This is an optimization exercise on Yosys and OpenROAD, whose aim is small area, a short achievable clock period and few clock cycles, not a production implementation. Only simulation tests tie the RTL to the original design; equivalence was not proved. Power figures rest on the tool's default switching activity, not on a simulated workload.

==> flow/design.v, too long to show whole: its modules and the start of the top module <==
// module alpha_calc_param: 1254 lines
// module acp_fa: 10 lines
// module acp_ha: 9 lines
module alpha_calc_param #(
  parameter int DATA_WIDTH   = 16,
  parameter int MAX_SIZE_LOG = 8,
  parameter int ALPHA_WIDTH  = 10,
  parameter int ALPHA_FRAC   = 9
) (
  input  logic                   clk,
  input  logic                   rst,
  input  logic                   x_valid,
  output logic                   x_ready,
  input  logic [DATA_WIDTH-1:0]  x_data,
  input  logic                   xhat_valid,
  output logic                   xhat_ready,
  input  logic [DATA_WIDTH-1:0]  xhat_data,
  input  logic                   xhat_last_s,
  input  logic                   xmean_valid,
  output logic                   xmean_ready,
  input  logic [DATA_WIDTH-1:0]  xmean_data,
  input  logic                   xhatmean_valid,
  output logic                   xhatmean_ready,
  input  logic [DATA_WIDTH-1:0]  xhatmean_data,
  output logic                   alpha_valid,
  input  logic                   alpha_ready,
  output logic [ALPHA_WIDTH-1:0] alpha_data
);
  // ...
==> flow/flow/run.sh <==
#!/bin/bash
set -euo pipefail
bash standard.sh synth > synth.log 2>&1
bash standard.sh SETUP_SLACK_MARGIN=8.5 finish > layout.log 2>&1
==> flow/standard.sh <==
#!/bin/bash
# synth_recipe.tcl (not shown) runs the flow's synth.tcl, then flattens the netlist and writes it again
# the make line also repeats each setting of config.mk as NAME=value (left out here)
make -C /OpenROAD-flow-scripts/flow DESIGN_CONFIG=/design/flow/config.mk WORK_HOME=/design/flow/orfs CLKGATE_MAP_FILE= SYNTH_SCRIPT=/design/flow/synth_recipe.tcl "${@:-finish}"
==> flow/config.mk <==
export PLATFORM = sky130hd
export DESIGN_NAME = alpha_calc_param
export DESIGN_NICKNAME = alpha_calc_param
export VERILOG_FILES = /design/flow/design.v
export SDC_FILE = /design/flow/constraint.sdc
export NUM_CORES = 4
export LEC_CHECK = 0
export CAP_MARGIN = 20
export CORE_MARGIN = 2
export CORE_UTILIZATION = 40
export SETUP_SLACK_MARGIN = 5
export SLEW_MARGIN = 20
export SYNTH_HIERARCHICAL = 1
export SYNTH_MINIMUM_KEEP_SIZE = 0
==> flow/constraint.sdc <==
create_clock -name core_clock -period 12.0 [get_ports {clk}]
set_input_delay 2.4000 -clock core_clock [delete_from_list [all_inputs] [get_ports {clk}]]
set_output_delay 2.4000 -clock core_clock [all_outputs]
set_load 0.01 [all_outputs]
==> metrics.md, run 1 <==
| Metric | Value |
|---|---|
| Post-synth EDFFs | `85` |
| Area leader, netlist | `dfxtp_1` |
| Leading cell type in the layout, fill and taps excluded | `a21oi_1` |
| Row count | `102` |
| ANT nets after route | `0` |
| Worst-path cell chain | `buf_8 > inv_12 > ha_4 > fa_2 > nor2b_4 > o21ai_2 > a21boi_2 > o21ai_2 > a21boi_2 > o2111ai_2 > a31oi_2 > a311oi_2 > buf_4 > o21ai_2 > a21oi_1` |
| Critical Path Max Stage Delay | `360 ps` |
| Psw | `4.488 mW` |
| Synth async-reset ratio | `approximately 3.5%` |
| GR Util met2 | `35.23%` |
| Clock insertion delay at the later pin of the skew report | `approximately 600 ps` |
| Most common cell in the netlist | `a21oi_1` |
| Multi-input combinational area share | `56.82%` |
| Startpoint Class | `primary input` |
| Reg2Reg Setup Slack | `8010 ps` |
| Outcome | `no timing/DRC/antenna violations` |
| Met1 WL | `42.16 mm` |
| Buffers, non-clock | `408` |
| Fin Setup TNS | `0 ps` |
| Filler instances | `6935` |
| Adder-Cell Fraction of Synth Area | `around a quarter` |
| Final Instance Area | `40420 sq um` |
| Die width | `about 280 um` |
| Detailed-route wire length per cell | `20.28 um` |
| Met1 GRT Util | `a little under a third` |
| Synth-to-Final Area Change | `28.75%` |
| Area taken by flip-flops and latches | `8897 sq um` |
| Period utilisation layout | `34.17%` |
| Largest net degree at the start of global routing | `90` |
| Port Buffers | `86` |
| Vias in the first global route | `26310` |
| Post-placement cell area | `roughly 33000 sq um` |
| Combinational group power | `6.79 mW` |
| Top pwr grp | `combinational cells` |
| Comb pwr share | `64.6%` |
| Critical path endpoint category | `flop` |
| Initial antenna violation count | `1` |
| Sequential share of cell area | `between 20% and 30%` |
| Mapped Cells | `between 3000 and 4000` |
Testbench counts, summed over its fixed seeds: cycles 24,535.
==> inputs of run 2 (changes only) <==
==> flow/run.sh (new file) <==
#!/bin/bash
# synth_recipe.tcl (not shown) runs the flow's synth.tcl, then flattens the netlist and writes it again
# the make line also repeats each setting of config.mk as NAME=value (left out here)
make -C /OpenROAD-flow-scripts/flow DESIGN_CONFIG=/design/flow/config.mk WORK_HOME=/design/flow/orfs CLKGATE_MAP_FILE= SYNTH_SCRIPT=/design/flow/synth_recipe.tcl finish
removed: flow/flow/run.sh
removed: flow/standard.sh
==> run 2 against run 1 <==
Routed wire length decreased by 15%. First-iteration DRC count decreased by 23%. Sequential cell count unchanged. Clock skew decreased by 12 ps. Worst setup slack got worse by 1200 ps.
==> metrics.md, run 2 <==
| Metric | Value |
|---|---|
| Outcome | `no timing/DRC/antenna violations (unchanged)` |
| Startpoint Class | `flop (was primary input)` |
| Crit-path max FO | `82 (was 3)` |
| WP data arrival | `5680 ps (was 4590 ps)` |
| Reg-to-reg endpoint | `den_q[36]$_DFF_P_ (was num_q[40]$_DFF_P_)` |
| Core Util, Final | `44.36% (was 52.09%)` |
| Period utilisation layout | `43.78% (was 34.17%)` |
| Minimum clock period | `5253 ps (was 4101 ps)` |
| Critical path's slowest cell | `o41ai_1 (was fa_2)` |
| Area leader, netlist | `dfxtp_1 (unchanged)` |
| Tot Pwr | `8.672 mW (was 10.51 mW)` |
| Hold Crit Class | `reg -> reg (unchanged)` |
| Core ar. | `77590 sq um (unchanged)` |
| Max-slew headroom | `24.80% (was 42.68%)` |
| Max_cap viols | `0 (unchanged)` |
| Filler instances | `7676 (was 6935)` |
| Iteration-0 DRC Markers | `2144 (was 2767)` |
| Reg2Reg Setup Slack | `6750 ps (was 8010 ps)` |
| Avg Cell Area, Syn | `8.733 sq um (unchanged)` |
| Worst-path cell chain | `buf_4 > nor2b_1 > fa_1 > fa_1 > a211oi_1 > nor2_1 > o211ai_1 > a211o_1 > a211oi_1 > o41ai_1 > o21ai_0 > and4_1 > xnor2_1 > nor2_1 (was buf_8 > inv_12 > ha_4 > fa_2 > nor2b_4 > o21ai_2 > a21boi_2 > o21ai_2 > a21boi_2 > o2111ai_2 > a31oi_2 > a311oi_2 > buf_4 > o21ai_2 > a21oi_1)` |
| Detailed-route wire length per cell | `18.18 um (was 20.28 um)` |
| Clk sink count | `395 (unchanged)` |
| Row count | `102 (unchanged)` |
| Post-placement cell area | `32900 sq um (was 33170 sq um)` |
| Synth-to-Final Area Change | `9.641% (was 28.75%)` |
| Hold slack | `353.8 ps (was 346.1 ps)` |
| Initial antenna violation count | `3 (was 1)` |
| WS Path Type | `reg -> reg (was in -> reg)` |
| LEAKAGE | `14.53 nW (was 16.76 nW)` |
| Max Slew Vio Count | `0 (unchanged)` |
| Clock Tree Buf Depth | `3 (unchanged)` |
| Total CTS buffers | `46 (was 47)` |
| Die width | `284.2 um (unchanged)` |
| Drt total wl | `83.17 mm (was 98.37 mm)` |
| Critical path endpoint category | `flop (unchanged)` |
| Register area share after synthesis | `28.12% (unchanged)` |
| # IOs | `87 (unchanged)` |
| Most common cell in the netlist | `a21oi_1 (unchanged)` |
| Share of cells above drive strength 1 | `4.556% (was 21.49%)` |
| WHS Endpoint | `first1_q$_DFF_PP0_ (was fin_q$_DFF_PP0_)` |
| Vias in the first global route | `24340 (was 26310)` |
| Layout Nets | `4067 (was 4341)` |
| Final number of setup-violating endpoints | `0 (unchanged)` |
| Starting Density | `40.46% (unchanged)` |
| #FFs+latches synth | `395 (unchanged)` |
| Top Registers | `num_q: 41 flops, r_q: 41 flops (unchanged)` |
| Post-synthesis cell area | `31400 sq um (unchanged)` |
| Cts-stage hold buffer count | `0 (unchanged)` |
| Commonest non-fill, non-tap cells in the layout | `a21oi_1 (464), nor2_1 (353), dfxtp_1 (284), fa_1 (269), o21ai_0 (231) (was a21oi_1 (428), nor2_1 (343), dfxtp_1 (276), fa_1 (226), nand2_1 (221))` |
| Via count | `25460 (was 27720)` |
| Cts repair resizes | `0 (was 476)` |
| Max VDD drop | `0.0001511 V (was 0.0002238 V)` |
| Fin Setup TNS | `0 ps (unchanged)` |
| Power per cell area | `251.9 nW/um^2 (was 260.0 nW/um^2)` |
| Root buffer cell | `clkbuf_16 (unchanged)` |
| Worst Reg2Reg Path Length in Cells | `14 (was 15)` |
| Die H | `284.2 um (unchanged)` |
| Global-route wire length before repair | `134.3 mm (was 148.1 mm)` |
| Total GRT Usage | `20.45% (was 22.87%)` |
| Synth async-reset ratio | `3.544% (unchanged)` |
| Leading cell type in the layout, fill and taps excluded | `a21oi_1 (unchanged)` |
| Mapped Cells | `3595 (unchanged)` |
| TritonCTS clock tree | `yes (unchanged)` |
| Slew @ Worst Pin | `1126 ps (was 859.8 ps)` |
| Commonest cells post-synth | `a21oi_1 (464), nor2_1 (354), dfxtp_1 (296) (unchanged)` |
| Largest net degree at the start of global routing | `92 (was 90)` |
| Min-delay src | `first_q$_DFF_PP0_ (was last1_q$_DFF_PP0_)` |
| Post-synth EDFFs | `85 (unchanged)` |
| Port Buffers | `86 (unchanged)` |
| Critical Path Max Stage Delay | `790 ps (was 360 ps)` |
| RePlAce Congestion | `0.8640 (was 0.8532)` |
| ANT nets after route | `0 (unchanged)` |
| Yosys cell types | `82 (unchanged)` |
| Hpwl dp | `59.89 mm (was 59.75 mm)` |
| Initial DRT Pass Iterations | `6 (unchanged)` |
| Routed vias/inst | `5.565 (was 5.714)` |
| Remaining global-route overflow | `0 (unchanged)` |
| Drt drc | `0 (unchanged)` |
| Hold path depth | `0 (unchanged)` |
| Synth warn | `7 (unchanged)` |
| Top cell type's share of synthesized area | `18.87% (unchanged)` |
| Fmax | `0.1904 GHz (was 0.2439 GHz)` |
| Final Instance Area | `34420 sq um (was 40420 sq um)` |
| Endpoints failing hold | `0 (unchanged)` |
| Clock insertion delay at the later pin of the skew report | `590 ps (was 600 ps)` |
| Dominant synthesized flop cell | `dfxtp_1 (unchanged)` |
| Worst Skew | `33.99 ps (was 45.67 ps)` |
| Top post-synthesis cells by area | `dfxtp_1 (19%), fa_1 (17%), ha_1 (9.1%) (unchanged)` |
| RR Startpoint | `first1_q$_DFF_PP0_ (unchanged)` |
| Crit path required time | `12430 ps (was 12490 ps)` |
| Die Footprint | `80740 sq um (unchanged)` |
| RSZ-0062 raised after global routing | `no (was yes)` |
| H-tree levels | `2 (unchanged)` |
| Clock Pin Slew Worst Setup and Hold Paths | `60 ps (about the same)` |
| Post-CTS Setup Inserts | `0 (was 158)` |
run 2: final cells by class:
| class | count | area [sq um] | share of cell area (%) |
|---|---|---|---|
| multi-input cells | 2735 | 20830 | 60.50 |
| inverters | 185 | 694.4 | 2.017 |
| repair buffers | 135 | 1229 | 3.569 |
| clock inverters | 17 | 178.9 | 0.5198 |
| clock buffers | 67 | 1343 | 3.900 |
| diodes | 1 | 2.502 | 0.007270 |
| well taps | 1040 | 1301 | 3.780 |
| flip-flops and latches | 395 | 8847 | 25.70 |
run 2: power breakdown:
| part | internal, mW | switching (mW) |
|---|---|---|
| clock network | 0.826 | 0.580 |
| logic | 2.16 | 2.89 |
| registers | 1.89 | 0.319 |
| total | 4.88 | 3.79 |
run 2: worst max-delay path, delay by kind of cell (launching register included):
family | cells | cell delay [ps]
adder cells (fa/ha/maj) | 2 | 1020
AO/OA/AOI/OAI | 6 | 2130
flip-flops | 1 | 340
XOR/XNOR | 1 | 130
AND/OR/NAND/NOR | 4 | 700
buffers and inverters | 1 | 680
run 2: kinds of logic (layout without fill, tap and decap cells):
group	count (synthesis)	after routing	synth area share (%)
adder cells (fa/ha/maj)	503	503	26.43
multiplexers	24	24	0.7731
buffers and inverters	473	404	5.747
AO/OA/AOI/OAI	1144	1144	21.70
XOR/XNOR	154	154	4.296
flip-flops	395	395	28.12
AND/OR/NAND/NOR	900	900	12.91
other	2	11	0.02392
run 2: worst max-delay path by stage:
stage                          endpoint               start  slack [ps]
finish                den_q[36]$_DFF_P_  first1_q$_DFF_PP0_        6750
global route          den_q[36]$_DFF_P_  first1_q$_DFF_PP0_        6280
CTS                   den_q[36]$_DFF_P_  first1_q$_DFF_PP0_        6710
detailed placement  dx_q[16]$_SDFF_PN0_           x_data[0]        6440
global placement    dx_q[14]$_SDFF_PN0_           x_data[0]        6540
floorplan           dx_q[16]$_SDFF_PN0_           x_data[0]        7330
run 2: routing by layer:
| metal | global-route usage, % | vias to the layer above | routed length (um) | share of wire (%) |
|---|---|---|---|---|
| li1 | - | 12340 | - | - |
| met1 | 29.94 | 12230 | 39260 | 47 |
| met2 | 31.24 | 775 | 36200 | 44 |
| met3 | 3.371 | 111 | 6012 | 7.2 |
| met4 | 5.211 | 0 | 1701 | 2.0 |
| met5 | 0 | - | 0 | 0 |
run 2: metrics by stage:
stage | cells | worst slack [ps]
6_report | 4575 | 6747
5_1_grt | 4574 | 6277
4_1_cts | 4574 | 6714
3_5_place_dp | 4490 | 6441
3_3_place_gp | 4490 | 6536
2_1_floorplan | 3603 | 7326
run 2: Yosys stat by module, one instance, submodules excluded:
module            flip-flops and latches  area [sq um]
alpha_calc_param                     395         25410
acp_fa                                 0         20.02
acp_ha                                 0         12.51

[re-timing with driven ports]
How much do the figures lean on ideal ports? The routed layouts below were timed once more, with nothing changed but the port constraints.
Step 1, drivers: a clkbuf_16 drives clk and a buf_2 each remaining input, both assumed.
Step 2 also shifts input and output timing later by t, the mid clock arrival at the registers, as if the neighbouring blocks saw the same clock.
Three values: ideal, step 1, step 2; two values: the first two.
run	shift t [ns]	setup WS [ns]	worst slew at a driven data input, ns
run 1	0.643	7.899 / 7.909 / 7.266	0.06
run 2	0.638	6.747 / 6.747 / 6.376	0.05
After both steps every run listed still meets setup and hold. The setup slack of run 1, which loses most, moves by +0.010 ns with the drivers and by -0.633 ns with both steps.
